What follows belongs to an exercise in optimizing a design on an open flow for a short achievable clock period and few clock cycles; a production flow would make more cautious choices.
Only simulation tests tie the RTL to the original design; equivalence was not proved.
Power and IR drop assume default switching activity.

==> design.v <==
package alu_pkg;
    localparam int word_w = 16;
    typedef logic [word_w-1:0] word_t;
    typedef enum logic [3:0] {
        alu_add  = 4'h0,
        alu_sub  = 4'h1,
        alu_mul  = 4'h2,
        alu_div  = 4'h3,
        alu_shl  = 4'h4,
        alu_shr  = 4'h5,
        alu_rol  = 4'h6,
        alu_ror  = 4'h7,
        alu_and  = 4'h8,
        alu_or   = 4'h9,
        alu_xor  = 4'ha,
        alu_nor  = 4'hb,
        alu_nand = 4'hc,
        alu_xnor = 4'hd,
        alu_gt   = 4'he,
        alu_eq   = 4'hf
    } alu_op_t;
endpackage
package isa_pkg;
    localparam int opcode_w = 4;
    localparam int addr_field_w = 12;
    localparam int imm_w = 8;
    typedef enum logic [opcode_w-1:0] {
        op_lda  = 4'h1,
        op_sta  = 4'h2,
        op_add  = 4'h3,
        op_sub  = 4'h4,
        op_jmp  = 4'h5,
        op_jz   = 4'h6,
        op_alui = 4'h7,
        op_out  = 4'h8,
        op_hlt  = 4'h9
    } opcode_t;
    typedef struct packed {
        opcode_t                 opcode;
        logic [addr_field_w-1:0] addr;
    } mem_form_t;
    typedef struct packed {
        opcode_t            opcode;
        logic [3:0]         alu_op;
        logic [imm_w-1:0]   imm;
    } op_form_t;
    typedef union packed {
        mem_form_t mem_form;
        op_form_t  op_form;
    } instr_t;
endpackage
`timescale 1ns/1ps
import alu_pkg::*;
module alu (
    input  logic [3:0]       opcode,
    input  alu_pkg::word_t   operand1,
    input  alu_pkg::word_t   operand2,
    output alu_pkg::word_t   result
);
    logic div_by_zero;
    assign div_by_zero = (operand2 == '0);
    always_comb begin
        case (opcode)
            alu_add:  result = operand1 + operand2;
            alu_sub:  result = operand1 - operand2;
            alu_mul:  result = operand1 * operand2;
            alu_div:  result = div_by_zero ? '1 : operand1 / operand2;
            alu_shl:  result = operand1 << 1;
            alu_shr:  result = operand1 >> 1;
            alu_rol:  result = {operand1[word_w-2:0], operand1[word_w-1]};
            alu_ror:  result = {operand1[0], operand1[word_w-1:1]};
            alu_and:  result = operand1 & operand2;
            alu_or:   result = operand1 | operand2;
            alu_xor:  result = operand1 ^ operand2;
            alu_nor:  result = ~(operand1 | operand2);
            alu_nand: result = ~(operand1 & operand2);
            alu_xnor: result = ~(operand1 ^ operand2);
            alu_gt:   result = (operand1 > operand2) ? {{(word_w-1){1'b0}}, 1'b1} : '0;
            alu_eq:   result = (operand1 == operand2) ? {{(word_w-1){1'b0}}, 1'b1} : '0;
            default:  result = '0;
        endcase
    end
endmodule
`timescale 1ns/1ps
import alu_pkg::*;
module main_memory #(
    parameter int addr_w = 8
) (
    input  logic              clk,
    input  logic [addr_w-1:0] addr,
    input  alu_pkg::word_t    wdata,
    input  logic              we,
    input  logic              prog_we,
    input  logic [addr_w-1:0] prog_addr,
    input  alu_pkg::word_t    prog_data,
    output alu_pkg::word_t    rdata
);
    localparam int depth = 2 ** addr_w;
    logic [word_w-1:0] mem [0:depth-1];
    always_ff @(posedge clk) begin
        if (prog_we) begin
            mem[prog_addr] <= prog_data;
        end else if (we) begin
            mem[addr] <= wdata;
        end else begin
            rdata <= mem[addr];
        end
    end
endmodule
`timescale 1ns/1ps
import alu_pkg::*;
import isa_pkg::*;
module datapath #(
    parameter int addr_w = 8
) (
    input  logic              clk,
    input  logic              rst_n,
    input  logic              start,
    input  logic              pc_load,
    input  logic              pc_inc,
    input  logic              mar_from_pc,
    input  logic              mar_from_ir,
    input  logic              mbr_load,
    input  logic              ir_load,
    input  logic              acc_load,
    input  logic              acc_from_mem,
    input  logic              mem_we,
    input  alu_pkg::word_t    mem_rdata,
    input  alu_pkg::word_t    alu_result,
    output logic [addr_w-1:0] mem_addr,
    output alu_pkg::word_t    mem_wdata,
    output alu_pkg::word_t    alu_a,
    output alu_pkg::word_t    alu_b,
    output logic [3:0]        alu_sel,
    output isa_pkg::instr_t   ir,
    output alu_pkg::word_t    acc,
    output alu_pkg::word_t    pc,
    output logic              acc_zero
);
    logic [addr_w-1:0] mar;
    alu_pkg::word_t             mbr;
    alu_pkg::word_t             mbr_fwd;
    alu_pkg::word_t             jump_target;
    assign jump_target = {{(word_w-addr_field_w){1'b0}}, ir.mem_form.addr};
    assign mbr_fwd = mbr_load ? mem_rdata : mbr;
    always_ff @(posedge clk or negedge rst_n) begin
        if (!rst_n) begin
            pc <= '0;
        end else if (start) begin
            pc <= '0;
        end else if (pc_load) begin
            pc <= jump_target;
        end else if (pc_inc) begin
            pc <= pc + {{(word_w-1){1'b0}}, 1'b1};
        end
    end
    always_ff @(posedge clk or negedge rst_n) begin
        if (!rst_n) begin
            mar <= '0;
        end else if (mar_from_ir) begin
            mar <= ir.mem_form.addr[addr_w-1:0];
        end else if (mar_from_pc) begin
            mar <= pc[addr_w-1:0];
        end
    end
    always_ff @(posedge clk or negedge rst_n) begin
        if (!rst_n) begin
            mbr <= '0;
        end else if (mbr_load) begin
            mbr <= mem_rdata;
        end else if (mem_we) begin
            mbr <= acc;
        end
    end
    always_ff @(posedge clk or negedge rst_n) begin
        if (!rst_n) begin
            ir <= '0;
        end else if (ir_load) begin
            ir <= mem_rdata;
        end
    end
    always_ff @(posedge clk or negedge rst_n) begin
        if (!rst_n) begin
            acc <= '0;
        end else if (start) begin
            acc <= '0;
        end else if (acc_load) begin
            acc <= acc_from_mem ? mbr_fwd : alu_result;
        end
    end
    always_comb begin
        case (ir.op_form.opcode)
            op_alui: begin
                alu_sel = ir.op_form.alu_op;
                alu_b   = {{(word_w-imm_w){1'b0}}, ir.op_form.imm};
            end
            op_sub: begin
                alu_sel = alu_sub;
                alu_b   = mbr_fwd;
            end
            default: begin
                alu_sel = alu_add;
                alu_b   = mbr_fwd;
            end
        endcase
    end
    assign alu_a     = acc;
    assign mem_addr  = mar;
    assign mem_wdata = acc;
    assign acc_zero  = (acc == '0);
endmodule
`timescale 1ns/1ps
import isa_pkg::*;
module control_unit (
    input  logic            clk,
    input  logic            rst_n,
    input  logic            start,
    input  isa_pkg::instr_t ir,
    input  logic            acc_zero,
    output logic            pc_load,
    output logic            pc_inc,
    output logic            mar_from_pc,
    output logic            mar_from_ir,
    output logic            mbr_load,
    output logic            ir_load,
    output logic            acc_load,
    output logic            acc_from_mem,
    output logic            mem_we,
    output logic            out_valid,
    output logic            halted
);
    localparam logic [2:0] idle       = 3'd0;
    localparam logic [2:0] fetch_addr = 3'd1;
    localparam logic [2:0] fetch_read = 3'd2;
    localparam logic [2:0] decode     = 3'd3;
    localparam logic [2:0] exec_addr  = 3'd4;
    localparam logic [2:0] exec_read  = 3'd5;
    localparam logic [2:0] exec_write = 3'd6;
    localparam logic [2:0] halt       = 3'd7;
    logic [2:0] state;
    logic [2:0] next_state;
    logic [opcode_w-1:0] opcode;
    assign opcode = ir.mem_form.opcode;
    always_ff @(posedge clk or negedge rst_n) begin
        if (!rst_n) begin
            state <= idle;
        end else begin
            state <= next_state;
        end
    end
    always_comb begin
        pc_load      = 1'b0;
        pc_inc       = 1'b0;
        mar_from_pc  = 1'b0;
        mar_from_ir  = 1'b0;
        mbr_load     = 1'b0;
        ir_load      = 1'b0;
        acc_load     = 1'b0;
        acc_from_mem = 1'b0;
        mem_we       = 1'b0;
        out_valid    = 1'b0;
        next_state   = state;
        case (state)
            fetch_addr: begin
                mar_from_pc = 1'b1;
                next_state  = fetch_read;
            end
            fetch_read: next_state = decode;
            decode: begin
                mbr_load   = 1'b1;
                ir_load    = 1'b1;
                pc_inc     = 1'b1;
                next_state = exec_addr;
            end
            exec_addr: begin
                next_state = fetch_addr;
                case (opcode)
                    op_lda, op_add, op_sub: begin
                        mar_from_ir = 1'b1;
                        next_state  = exec_read;
                    end
                    op_sta: begin
                        mar_from_ir = 1'b1;
                        next_state  = exec_write;
                    end
                    op_jmp:  pc_load = 1'b1;
                    op_jz:   pc_load = acc_zero;
                    op_alui: acc_load = 1'b1;
                    op_out:  out_valid = 1'b1;
                    op_hlt:  next_state = halt;
                    default: next_state = fetch_addr;
                endcase
            end
            exec_read: next_state = exec_write;
            exec_write: begin
                if (opcode == op_sta) begin
                    mem_we = 1'b1;
                end else begin
                    mbr_load     = 1'b1;
                    acc_load     = 1'b1;
                    acc_from_mem = (opcode == op_lda);
                end
                next_state = fetch_addr;
            end
            default: next_state = state;
        endcase
        if (start) begin
            next_state = fetch_addr;
        end
    end
    assign halted = (state == halt);
endmodule
`timescale 1ns/1ps
import alu_pkg::*;
import isa_pkg::*;
module computer #(
    parameter int addr_w = 8
) (
    input  logic              clk,
    input  logic              rst_n,
    input  logic              start,
    input  logic              prog_we,
    input  logic [addr_w-1:0] prog_addr,
    input  alu_pkg::word_t    prog_data,
    output logic              halted,
    output logic              out_valid,
    output alu_pkg::word_t    out_data,
    output alu_pkg::word_t    acc,
    output alu_pkg::word_t    pc
);
    logic pc_load;
    logic pc_inc;
    logic mar_from_pc;
    logic mar_from_ir;
    logic mbr_load;
    logic ir_load;
    logic acc_load;
    logic acc_from_mem;
    logic mem_we;
    isa_pkg::instr_t ir;
    logic   acc_zero;
    logic [addr_w-1:0] mem_addr;
    alu_pkg::word_t             mem_wdata;
    alu_pkg::word_t             mem_rdata;
    alu_pkg::word_t   alu_a;
    alu_pkg::word_t   alu_b;
    alu_pkg::word_t   alu_result;
    logic [3:0]       alu_sel;
    assign out_data = acc;
    control_unit control_unit_inst (
        .clk          (clk),
        .rst_n        (rst_n),
        .start        (start),
        .ir           (ir),
        .acc_zero     (acc_zero),
        .pc_load      (pc_load),
        .pc_inc       (pc_inc),
        .mar_from_pc  (mar_from_pc),
        .mar_from_ir  (mar_from_ir),
        .mbr_load     (mbr_load),
        .ir_load      (ir_load),
        .acc_load     (acc_load),
        .acc_from_mem (acc_from_mem),
        .mem_we       (mem_we),
        .out_valid    (out_valid),
        .halted       (halted)
    );
    datapath #(
        .addr_w (addr_w)
    ) datapath_inst (
        .clk          (clk),
        .rst_n        (rst_n),
        .start        (start),
        .pc_load      (pc_load),
        .pc_inc       (pc_inc),
        .mar_from_pc  (mar_from_pc),
        .mar_from_ir  (mar_from_ir),
        .mbr_load     (mbr_load),
        .ir_load      (ir_load),
        .acc_load     (acc_load),
        .acc_from_mem (acc_from_mem),
        .mem_we       (mem_we),
        .mem_rdata    (mem_rdata),
        .alu_result   (alu_result),
        .mem_addr     (mem_addr),
        .mem_wdata    (mem_wdata),
        .alu_a        (alu_a),
        .alu_b        (alu_b),
        .alu_sel      (alu_sel),
        .ir           (ir),
        .acc          (acc),
        .pc           (pc),
        .acc_zero     (acc_zero)
    );
    alu alu_inst (
        .opcode   (alu_sel),
        .operand1 (alu_a),
        .operand2 (alu_b),
        .result   (alu_result)
    );
    main_memory #(
        .addr_w (addr_w)
    ) main_memory_inst (
        .clk       (clk),
        .addr      (mem_addr),
        .wdata     (mem_wdata),
        .we        (mem_we),
        .prog_we   (prog_we),
        .prog_addr (prog_addr),
        .prog_data (prog_data),
        .rdata     (mem_rdata)
    );
endmodule
==> run.sh <==
#!/bin/bash
# synth_recipe.tcl (not shown) runs the flow's synth.tcl, then flattens the netlist and writes it again
# the make line also repeats each setting of config.mk as NAME=value (left out here)
make -C /OpenROAD-flow-scripts/flow DESIGN_CONFIG=/design/flow/config.mk WORK_HOME=/design/flow/orfs CLKGATE_MAP_FILE= SYNTH_SCRIPT=/design/flow/synth_recipe.tcl finish
==> config.mk <==
export PLATFORM = sky130hd
export DESIGN_NAME = computer
export DESIGN_NICKNAME = computer
export VERILOG_FILES = /design/flow/design.v
export SDC_FILE = /design/flow/constraint.sdc
export NUM_CORES = 4
export LEC_CHECK = 0
export CAP_MARGIN = 20
export CORE_MARGIN = 2
export CORE_UTILIZATION = 40
export SLEW_MARGIN = 20
==> constraint.sdc <==
create_clock -name core_clock -period 40.0 [get_ports {clk}]
set_input_delay 8.0000 -clock core_clock [delete_from_list [all_inputs] [get_ports {clk}]]
set_output_delay 8.0000 -clock core_clock [all_outputs]
set_load 0.01 [all_outputs]
==> results.txt <==
[state kept, by name, indices dropped and copies added, names as in the netlist]
name                     count
main_memory_inst.rdata      16
datapath_inst.mbr           16
datapath_inst.acc           16
datapath_inst.mar            8
datapath_inst.ir            16
main_memory_inst.mem      4096
datapath_inst.pc            16
control_unit_inst.state      3
[routing by layer]
layer	vias up	global-route usage (%)	routed length, um
li1	36500	-	-
met1	47600	30.3	197000
met2	3887	32.4	218000
met3	722	3.32	36600
met4	6	6.91	16700
met5	-	0	41
[power by group through the flow]
stage / Clock [uW] / Combinational (uW) / Sequential [uW]
5_1_grt: 4010 / 6090 / 4920
6_report: 3770 / 5590 / 4920
4_1_cts: 3840 / 5590 / 4920
2_1_floorplan: 0 / 3940 / 5020
3_5_place_dp: 0 / 5560 / 5010
3_3_place_gp: 0 / 5530 / 5010
[cell usage in the layout, fill, tap and decap left out, drive strengths merged, types with 21 or more instances in the layout]
cell and count:
fa 82, a31oi 34, and4b 23, edfxtp 4112, nand2b 21, nor3 80
nand3 48, xor2 45, buf 433, xnor2 87, o21ai 132, ha 231
a22oi 26, or3 23, nor2 520, mux4 1360, o21a 34, clkdlybuf4s50 76
clkinv 210, bufinv 29, clkbuf 510, inv 185, and3 21, a211oi 31
a21oi 164, a21o 57, dfrtp 75, nand4 22, mux2 31, o211ai 43
nand2 322
[path summary, 6_finish.rpt]
| kind | to | slack (ns) | cells after the start |
|---|---|---|---|
| worst max register to register | datapath_inst.acc[0]$_DFFE_PN0P_ | 4.52 | 136 |
| worst min-delay path | datapath_inst.ir[8]$_DFFE_PN0P_ | 0.54 | 2 |
| max in group asynchronous | datapath_inst.mar[6]$_DFFE_PN0P_ | 31.86 | 2 |
| worst max-delay path | datapath_inst.acc[0]$_DFFE_PN0P_ | 4.52 | 136 |
| worst min register to register | datapath_inst.ir[8]$_DFFE_PN0P_ | 0.54 | 2 |
| min in group asynchronous | datapath_inst.pc[15]$_DFFE_PN0P_ | 7.01 | 1 |
[critical path, delay by kind of cell, from the launching register on]
family	cells	cell delay [ns]
AOI/OAI and AO/OA	65	15.83
adders and majority gates	15	4.62
buffers and inverters	3	0.48
DFF	1	0.95
muxes	3	1.28
and+or+nand+nor	50	12.12
[cell type report]
class | instances | area share [%]
antenna | 18 | 0.0228
clock buffer | 510 | 5.48
clock inverter | 246 | 1.16
inverter | 185 | 0.351
multi-input combinational | 3721 | 23.8
sequential | 4187 | 63.4
tap | 5734 | 3.63
timing repair buffer | 509 | 2.17
[metrics by stage]
| step | setup WS, ns | utilization, % |
|---|---|---|
| 3_5_place_dp | 4.08 | 42.4 |
| 6_report | 4.52 | 45.5 |
| 2_1_floorplan | 10.63 | - |
| 5_1_grt | 1.64 | 45.5 |
| 4_1_cts | 3.96 | 45.5 |
| 3_3_place_gp | 4.55 | 42.4 |
[cells by family (layout without fill, tap and decap cells)]
| family | Yosys count | count (layout) | share of synthesized area (%) |
|---|---|---|---|
| buffers and inverters | 672 | 1450 | 1.49 |
| and+or+nand+nor | 1184 | 1184 | 3.07 |
| muxes | 1400 | 1400 | 17.8 |
| DFF | 4187 | 4187 | 71.8 |
| other | 0 | 18 | 0 |
| xor gates and xnor gates | 133 | 133 | 0.675 |
| adders and majority gates | 313 | 313 | 2.59 |
| AOI/OAI and AO/OA | 691 | 691 | 2.64 |
==> impl_metrics.ini <==
[run_status]
status = complete, no violations

[clock_tree]
cts_tree = done
cts_buffers = 416
hold_buffers = 0
cts_resized = 0
clock_sinks = 4187
clockBufferDepth = 4
htreeDepth = 5
cts_root_buffer = clkbuf_16
clock_latency_ns = 1.00
clk_pin_slew_ns = 0.06
cts_setup_buffers = 0

[layout]
finalNonFillerCells = 15100
regArea_um2 = 125000
drive_gt1_share_pct = 26.8
multiInputGateArea_um2 = 47200
areaGrowthSynthToFinish_pct = 13.3
design_area_um2 = 198000
num-nets-final = 9361
fill_cells = 36100

[hold_path]
min_path_type = flop to flop
hold_start = datapath_inst.ir[8]$_DFFE_PN0P_

[critical_path]
cp_max_fo = 39
cp_data_required_time_ns = 40.82
r2r_start = control_unit_inst.state[2]$_DFFE_PN0P_
worstSetupStartpointType = flop
crit_type = flop to flop
endpoint_kind = flop
cpMostUsedCell = ha_1
arrival_ns = 36.29
critPathSlowestCell = dfrtp_1
startpoint = control_unit_inst.state[2]$_DFFE_PN0P_
critPathMaxStageDelay_ns = 0.95

[place]
port_buffers = 77
place_hpwl_um = 285000
placed_area_um2 = 184000
dp_cells = 14300
gp_congestion = 0.937

[sta]
hold_viol = 0
rsz0062_at_grt = false
relSlewSlack_pct = 19.5
finalCritPeriodShare_pct = 88.7
whs_ns = 0.539
slew_viol_final = 0
worstMarginPinSlew_ns = 1.21
timing.setup.tns_ns = 0
finClkSkew_ns = 0.0739
timing.fmax_mhz = 28.2
layout_min_cycle_time_ns = 35.48
setup_violations = 0

[floorplan]
die_area_um2 = 442000
die_w_um = 665
initial_core_util_pct = 40.2
die_h_um = 665
core_um2 = 435000
pin_count = 78
rows = 242

[power]
ir_drop_mv = 0.133
p_seq_share_pct = 34.4
intPower_uw = 9340
power_uw = 14300
switchingPower_uw = 4950
power_density_nw_per_um2 = 72.2
pwr-share-comb_pct = 39.2
switching_share_pct = 34.6
clock_power_share_pct = 26.4
p_leak_uw = 0.0614

[routing]
viasPerCell = 5.87
vias = 88800
wl_um = 468000
drtIter0Drc = 10800
drc = 0
ant_nets = 0
drt_pass1_iterations = 5
wire_per_inst_um = 31.0

[yosys]
yosysMostFrequentCell = edfxtp_1
synthTopCellsByArea = edfxtp_1 71%, mux4_2 18%, ha_1 1.7%
ys_seq_area_share_pct = 71.8
synthCells = 8580
ys_types = 94
synthFlopType = edfxtp_1
synth.top_cell.area_share_pct = 70.7
synth_edf_count = 4112
yosysTopAreaCell = edfxtp_1
yosysWarnings = 4
syn_area_per_cell_um2 = 20.4
synth_fp_nets = 8921
ys_ff_latch = 4187
synthesis.area_um2 = 175000
synthTopCellsByCount = 4112 x edfxtp_1, 1360 x mux4_2, 519 x nor2_1
synthArstFlopShare_pct = 1.79

[global_routing]
overflow = 0
grt_pass1_vias = 88600
grt_use_total_pct = 20.9
antenna_found_initial = 42
grt_pass1_wl_um = 666000
grt_max_degree = 256

[job]
cap_viol_max_count = 0
Testbench counts, summed over its fixed seeds: cycles 226,701.

[static timing again, ports no longer ideal]
The flow's constraints put no driver on any port. The routed layout listed below was extracted and timed again, unchanged, in two steps.
Step 1 assumes that a clkbuf_16 drives the clock port and a buf_2 every other input.
Step 2 adds t to the input delays and takes it off the output delays; t is the mean of the earliest and latest rising clock arrival at the registers after step 1. Input paths then give back, and output paths get back, about the clock's delay inside the block.
a / b / c = no drivers / after step 1 / after step 2; a / b = the first two.
t, ns: 1.070
setup WS [ns]: 4.525 / 4.525 / 4.525
hold WS [ns]: 0.539 / 0.539 / 0.539
worst setup path after step 2: register to register
cell pins on the clock port's net: 1
After both steps this run still meets setup and hold. For this run, drivers alone change the setup slack by 0.000 ns; drivers and shift together by 0.000 ns.
